Source: an optimization exercise on an open RTL-to-GDS flow (aim: small area). Production flows keep margins and buffers that such runs may drop.
RTL that was checked went through simulation tests only; none was proved equivalent to the original.
Power figures rest on the tool's default switching activity, not on a simulated workload.

==> v29: inputs <==
==> flow/design.v <==
package reg_file_pkg;
  localparam int DATA_W_DEF   = 64;
  localparam int ADDR_W_DEF   = 5;
  localparam int ZERO_REG_DEF = 31;
  typedef logic [ADDR_W_DEF-1:0] reg_idx_t;
  typedef logic [DATA_W_DEF-1:0] reg_word_t;
endpackage
module reg_file_scoreboard
#(
  parameter int ADDR_W   = reg_file_pkg::ADDR_W_DEF,
  parameter int ZERO_REG = reg_file_pkg::ZERO_REG_DEF
) (
  input  logic                  Clk,
  input  logic                  ResetL,
  input  logic                  IssueVal,
  input  logic [ADDR_W-1:0]     IssueRd,
  input  logic                  RegWr,
  input  logic [ADDR_W-1:0]     RW,
  output logic [2**ADDR_W-1:0]  pend,
  output logic [ADDR_W:0]       PendCnt
);
  localparam int                DEPTH    = 2**ADDR_W;
  localparam logic [ADDR_W-1:0] ZERO_IDX = ADDR_W'(ZERO_REG);
  logic [DEPTH-1:0] pend_next;
  logic [ADDR_W:0]  cnt_next;
  logic             issue_ok;
  logic             set_new;
  logic             clr_real;
  assign issue_ok = IssueVal && (IssueRd != ZERO_IDX);
  assign set_new  = issue_ok && !pend[IssueRd];
  assign clr_real = RegWr && pend[RW] && !(issue_ok && (IssueRd == RW));
  always_comb begin
    pend_next = pend;
    if (RegWr) begin
      pend_next[RW] = 1'b0;
    end
    if (issue_ok) begin
      pend_next[IssueRd] = 1'b1;
    end
    pend_next[ZERO_IDX] = 1'b0;
  end
  always_comb begin
    cnt_next = PendCnt;
    if (set_new && !clr_real) begin
      cnt_next = PendCnt + (ADDR_W+1)'(1);
    end else if (clr_real && !set_new) begin
      cnt_next = PendCnt - (ADDR_W+1)'(1);
    end
  end
  always_ff @(posedge Clk) begin
    if (!ResetL) begin
      pend    <= '0;
      PendCnt <= '0;
    end else begin
      pend    <= pend_next;
      PendCnt <= cnt_next;
    end
  end
endmodule
module reg_file_scoreboard_top
#(
  parameter int DATA_W   = reg_file_pkg::DATA_W_DEF,
  parameter int ADDR_W   = reg_file_pkg::ADDR_W_DEF,
  parameter int NUM_RD   = 2,
  parameter int ZERO_REG = reg_file_pkg::ZERO_REG_DEF
) (
  input  logic                     Clk,
  input  logic                     ResetL,
  input  logic [NUM_RD*ADDR_W-1:0] RA,
  output logic [NUM_RD*DATA_W-1:0] BusR,
  output logic [NUM_RD-1:0]        Busy,
  input  logic [ADDR_W-1:0]        RW,
  input  logic [DATA_W-1:0]        BusW,
  input  logic                     RegWr,
  input  logic                     IssueVal,
  input  logic [ADDR_W-1:0]        IssueRd,
  output logic [ADDR_W:0]          PendCnt
);
  localparam int                DEPTH    = 2**ADDR_W;
  localparam logic [ADDR_W-1:0] ZERO_IDX = ADDR_W'(ZERO_REG);
  logic [DATA_W-1:0] regs [DEPTH];
  logic [DEPTH-1:0]  pend;
  always_ff @(posedge Clk) begin
    if (!ResetL) begin
      for (int i = 0; i < DEPTH; i++) begin
        regs[i] <= '0;
      end
    end else if (RegWr && (RW != ZERO_IDX)) begin
      regs[RW] <= BusW;
    end
  end
  reg_file_scoreboard #(
    .ADDR_W   (ADDR_W),
    .ZERO_REG (ZERO_REG)
  ) u_scoreboard (
    .Clk      (Clk),
    .ResetL   (ResetL),
    .IssueVal (IssueVal),
    .IssueRd  (IssueRd),
    .RegWr    (RegWr),
    .RW       (RW),
    .pend     (pend),
    .PendCnt  (PendCnt)
  );
  for (genvar k = 0; k < NUM_RD; k++) begin : g_rd
    logic [ADDR_W-1:0] ra;
    logic              hit;
    assign ra = RA[k*ADDR_W +: ADDR_W];
    assign hit = RegWr && (RW != ZERO_IDX) && (ra == RW);
    assign BusR[k*DATA_W +: DATA_W] = (ra == ZERO_IDX) ? '0 :
                                      hit              ? BusW :
                                                         regs[ra];
    assign Busy[k] = pend[ra] & ~hit;
  end
endmodule
==> flow/run.sh <==
#!/bin/bash
# synth_recipe.tcl (not shown) runs the flow's synth.tcl, then flattens the netlist and writes it again
# the make line also repeats each setting of config.mk as NAME=value (left out here)
make -C /OpenROAD-flow-scripts/flow DESIGN_CONFIG=/design/flow/config.mk WORK_HOME=/design/flow/orfs CLKGATE_MAP_FILE= SYNTH_SCRIPT=/design/flow/synth_recipe.tcl finish
==> flow/config.mk <==
export PLATFORM = sky130hd
export DESIGN_NAME = reg_file_scoreboard_top
export DESIGN_NICKNAME = reg_file_scoreboard_top
export VERILOG_FILES = /design/flow/design.v
export SDC_FILE = /design/flow/constraint.sdc
export NUM_CORES = 4
export LEC_CHECK = 0
export CAP_MARGIN = 20
export CORE_MARGIN = 2
export CORE_UTILIZATION = 30
export SLEW_MARGIN = 20
==> flow/constraint.sdc <==
create_clock -name core_clock -period 6.5 [get_ports {Clk}]
set_input_delay 1.3000 -clock core_clock [delete_from_list [all_inputs] [get_ports {Clk}]]
set_output_delay 1.3000 -clock core_clock [all_outputs]
set_load 0.01 [all_outputs]
==> inputs of v30, as changes to v29 <==
==> flow/design.v, changed modules only <==
module reg_file_scoreboard
#(
  parameter int ADDR_W   = reg_file_pkg::ADDR_W_DEF,
  parameter int ZERO_REG = reg_file_pkg::ZERO_REG_DEF
) (
  input  logic                  Clk,
  input  logic                  ResetL,
  input  logic [2**ADDR_W-1:0]  iss_dec,
  input  logic [2**ADDR_W-1:0]  wr_dec,
  output logic [2**ADDR_W-1:0]  pend,
  output logic [ADDR_W:0]       PendCnt
);
  localparam int DEPTH = 2**ADDR_W;
  logic [DEPTH-1:0] pend_q;
  logic [DEPTH-1:0] pend_next;
  logic [ADDR_W:0]  cnt_next;
  logic             set_new;
  logic             clr_real;
  assign set_new  = |(iss_dec & ~pend);
  assign clr_real = |(wr_dec & pend & ~iss_dec);
  assign pend_next = iss_dec | (pend & ~wr_dec);
  always_comb begin
    cnt_next = PendCnt;
    if (set_new && !clr_real) begin
      cnt_next = PendCnt + (ADDR_W+1)'(1);
    end else if (clr_real && !set_new) begin
      cnt_next = PendCnt - (ADDR_W+1)'(1);
    end
  end
  for (genvar i = 0; i < DEPTH; i++) begin : g_pend
    if (i == ZERO_REG) begin : g_zero
      assign pend[i] = 1'b0;
    end else begin : g_bit
      always_ff @(posedge Clk) begin
        pend_q[i] <= ResetL & pend_next[i];
      end
      assign pend[i] = pend_q[i];
    end
  end
  always_ff @(posedge Clk) begin
    if (!ResetL) begin
      PendCnt <= '0;
    end else begin
      PendCnt <= cnt_next;
    end
  end
endmodule
module reg_file_scoreboard_top
#(
  parameter int DATA_W   = reg_file_pkg::DATA_W_DEF,
  parameter int ADDR_W   = reg_file_pkg::ADDR_W_DEF,
  parameter int NUM_RD   = 2,
  parameter int ZERO_REG = reg_file_pkg::ZERO_REG_DEF
) (
  input  logic                     Clk,
  input  logic                     ResetL,
  input  logic [NUM_RD*ADDR_W-1:0] RA,
  output logic [NUM_RD*DATA_W-1:0] BusR,
  output logic [NUM_RD-1:0]        Busy,
  input  logic [ADDR_W-1:0]        RW,
  input  logic [DATA_W-1:0]        BusW,
  input  logic                     RegWr,
  input  logic                     IssueVal,
  input  logic [ADDR_W-1:0]        IssueRd,
  output logic [ADDR_W:0]          PendCnt
);
  localparam int DEPTH     = 2**ADDR_W;
  localparam int RD_GROUPS = 2;
  logic [DATA_W-1:0] regs [DEPTH];
  logic [DEPTH-1:0]  pend;
  logic [DEPTH-1:0]  wr_dec;
  logic [DEPTH-1:0]  iss_dec;
  logic [DATA_W-1:0] wdata;
  for (genvar i = 0; i < DEPTH; i++) begin : g_dec
    if (i == ZERO_REG) begin : g_zero
      assign wr_dec[i]  = 1'b0;
      assign iss_dec[i] = 1'b0;
    end else begin : g_r
      assign wr_dec[i]  = RegWr && (RW == ADDR_W'(i));
      assign iss_dec[i] = IssueVal && (IssueRd == ADDR_W'(i));
    end
  end
  assign wdata = BusW & {DATA_W{ResetL}};
  for (genvar i = 0; i < DEPTH; i++) begin : g_row
    if (i == ZERO_REG) begin : g_zero
      assign regs[i] = '0;
    end else begin : g_reg
      logic              we;
      logic              wen;
      logic [DATA_W-1:0] q;
      logic [DATA_W-1:0] d;
      assign we  = !ResetL || wr_dec[i];
      assign wen = !we;
      for (genvar b = 0; b < DATA_W; b++) begin : g_bit
        reg_file_hold u_hold (
          .q   (q[b]),
          .d   (wdata[b]),
          .we  (we),
          .wen (wen),
          .nxt (d[b])
        );
      end
      always_ff @(posedge Clk) begin
        q <= d;
      end
      assign regs[i] = q;
    end
  end
  reg_file_scoreboard #(
    .ADDR_W   (ADDR_W),
    .ZERO_REG (ZERO_REG)
  ) u_scoreboard (
    .Clk      (Clk),
    .ResetL   (ResetL),
    .iss_dec  (iss_dec),
    .wr_dec   (wr_dec),
    .pend     (pend),
    .PendCnt  (PendCnt)
  );
  for (genvar k = 0; k < NUM_RD; k++) begin : g_rd
    logic [ADDR_W-1:0] ra;
    logic              hit;
    assign ra = RA[k*ADDR_W +: ADDR_W];
    assign hit = RegWr && (RW != ADDR_W'(ZERO_REG)) && (ra == RW);
    for (genvar g = 0; g < RD_GROUPS; g++) begin : g_grp
      logic [DEPTH-1:0] sel;
      reg_file_rdec #(
        .ADDR_W   (ADDR_W),
        .ZERO_REG (ZERO_REG)
      ) u_rdec (
        .ra     (ra),
        .wr_dec (wr_dec),
        .hit    (hit),
        .sel    (sel)
      );
      for (genvar b = g*(DATA_W/RD_GROUPS); b < (g+1)*(DATA_W/RD_GROUPS); b++) begin : g_bit
        logic [DEPTH-1:0] col;
        for (genvar i = 0; i < DEPTH; i++) begin : g_col
          if (i == ZERO_REG) begin : g_byp
            assign col[i] = BusW[b];
          end else begin : g_r
            assign col[i] = regs[i][b];
          end
        end
        reg_file_rdsel u_rdsel (
          .sel (sel),
          .d   (col),
          .y   (BusR[k*DATA_W + b])
        );
      end
    end
    assign Busy[k] = pend[ra] & ~hit;
  end
endmodule
module reg_file_hold (
  input  logic q,
  input  logic d,
  input  logic we,
  input  logic wen,
  output logic nxt
);
  assign nxt = (q & wen) | (d & we);
endmodule
module reg_file_aoi3 (
  input  logic [2:0] s,
  input  logic [2:0] d,
  output logic       yn
);
  assign yn = ~|(s & d);
endmodule
module reg_file_aoi2 (
  input  logic [1:0] s,
  input  logic [1:0] d,
  output logic       yn
);
  assign yn = ~|(s & d);
endmodule
module reg_file_nand #(
  parameter int N = 4
) (
  input  logic [N-1:0] a,
  output logic         y
);
  assign y = ~&a;
endmodule
module reg_file_rdsel (
  input  logic [31:0] sel,
  input  logic [31:0] d,
  output logic        y
);
  logic [10:0] pn;
  logic [2:0]  p;
  for (genvar j = 0; j < 10; j++) begin : g_aoi3
    reg_file_aoi3 u_aoi3 (.s(sel[3*j +: 3]), .d(d[3*j +: 3]), .yn(pn[j]));
  end
  reg_file_aoi2 u_aoi2 (.s(sel[31:30]), .d(d[31:30]), .yn(pn[10]));
  reg_file_nand #(.N(4)) u_n0 (.a(pn[3:0]),  .y(p[0]));
  reg_file_nand #(.N(4)) u_n1 (.a(pn[7:4]),  .y(p[1]));
  reg_file_nand #(.N(3)) u_n2 (.a(pn[10:8]), .y(p[2]));
  assign y = |p;
endmodule
module reg_file_rdec
#(
  parameter int ADDR_W   = 5,
  parameter int ZERO_REG = 31
) (
  input  logic [ADDR_W-1:0]    ra,
  input  logic [2**ADDR_W-1:0] wr_dec,
  input  logic                 hit,
  output logic [2**ADDR_W-1:0] sel
);
  for (genvar i = 0; i < 2**ADDR_W; i++) begin : g_sel
    if (i == ZERO_REG) begin : g_byp
      assign sel[i] = hit;
    end else begin : g_r
      assign sel[i] = (ra == ADDR_W'(i)) && !wr_dec[i];
    end
  end
endmodule
Settings changed: CORE_UTILIZATION 30 to 65, CTS_BUF_LIST set to sky130_fd_sc_hd__clkbuf_4 sky130_fd_sc_hd__clkbuf_8, GPL_TIMING_DRIVEN set to 0, SYNTH_HIERARCHICAL set to 1.
==> results.txt <==
- Post-layout total power: about 33 mW
- Pin count of the biggest net entering global routing: 90
- Hold Path Sink: u_scoreboard.PendCnt[5]
- M2 GR Usage: 0.3679
- Antenna Cells: 12
- Most frequent cells in the layout: 2048 x edfxtp_1, 1984 x and2_1, 893 x mux4_2
- Status: complete, no violations
- Leakage Power: 44.35 nW
- GRT Util Overall: 0.2313
- Setup TNS: 0 ns
- Syn_area_per_cell: about 15 µm²
The numbers above come from v29.

==> results.txt <==
- Halt Stage: global routing (5_1_grt)
- Synth Area in Simple Gates: 0.07544
- Share of the synthesized area in the top cell type: 0.5048
- Status: aborted with a tool error
- Yosys synthesis warning count: 9
- GRT Util Overall: 0.7769
- M2 GR Usage: 0.8968
- Initial core utilization: 0.6567
- Area after DPL: around 94000 µm²
- Syn_area_per_cell: ~12 µm²
- First Err: [ERROR GRT-0116] Global routing finished with congestion. Check the congestion regions in the DRC Viewer.
- Clock Tree Buf Depth: 4
The numbers above come from v30.

No functional check of the RTL was part of v30.

[what the ideal ports hide]
No port has a modelled driver above. Below, the same layout with a new extraction and two added sets of constraints.
Step 1 (the two cells are an assumption about what drives the block):
set clk [get_ports {Clk}]
set_driving_cell -lib_cell sky130_fd_sc_hd__clkbuf_16 $clk
set_driving_cell -lib_cell sky130_fd_sc_hd__buf_2 [delete_from_list [all_inputs] $clk]
Step 2 adds t to the input delays and takes it off the output delays; t is the mean of the earliest and latest rising clock arrival at the registers after step 1. Input paths then give back, and output paths get back, about the clock's delay inside the block.
Slacks: no drivers / after step 1 / after step 2; pairs: no drivers / after step 1.
run: v29
shift t [ns]: 1.000
setup slack, ns: 0.160 / 0.132 / 0.132
hold WS [ns]: 0.483 / 0.483 / 0.483
slew at the worst register clock pin (ns): 0.07 / 0.07
cell pins on the clock port's net: 1
After both steps v29 still meets setup and hold. For v29, drivers alone change the setup slack by -0.028 ns; drivers and shift together by -0.028 ns.
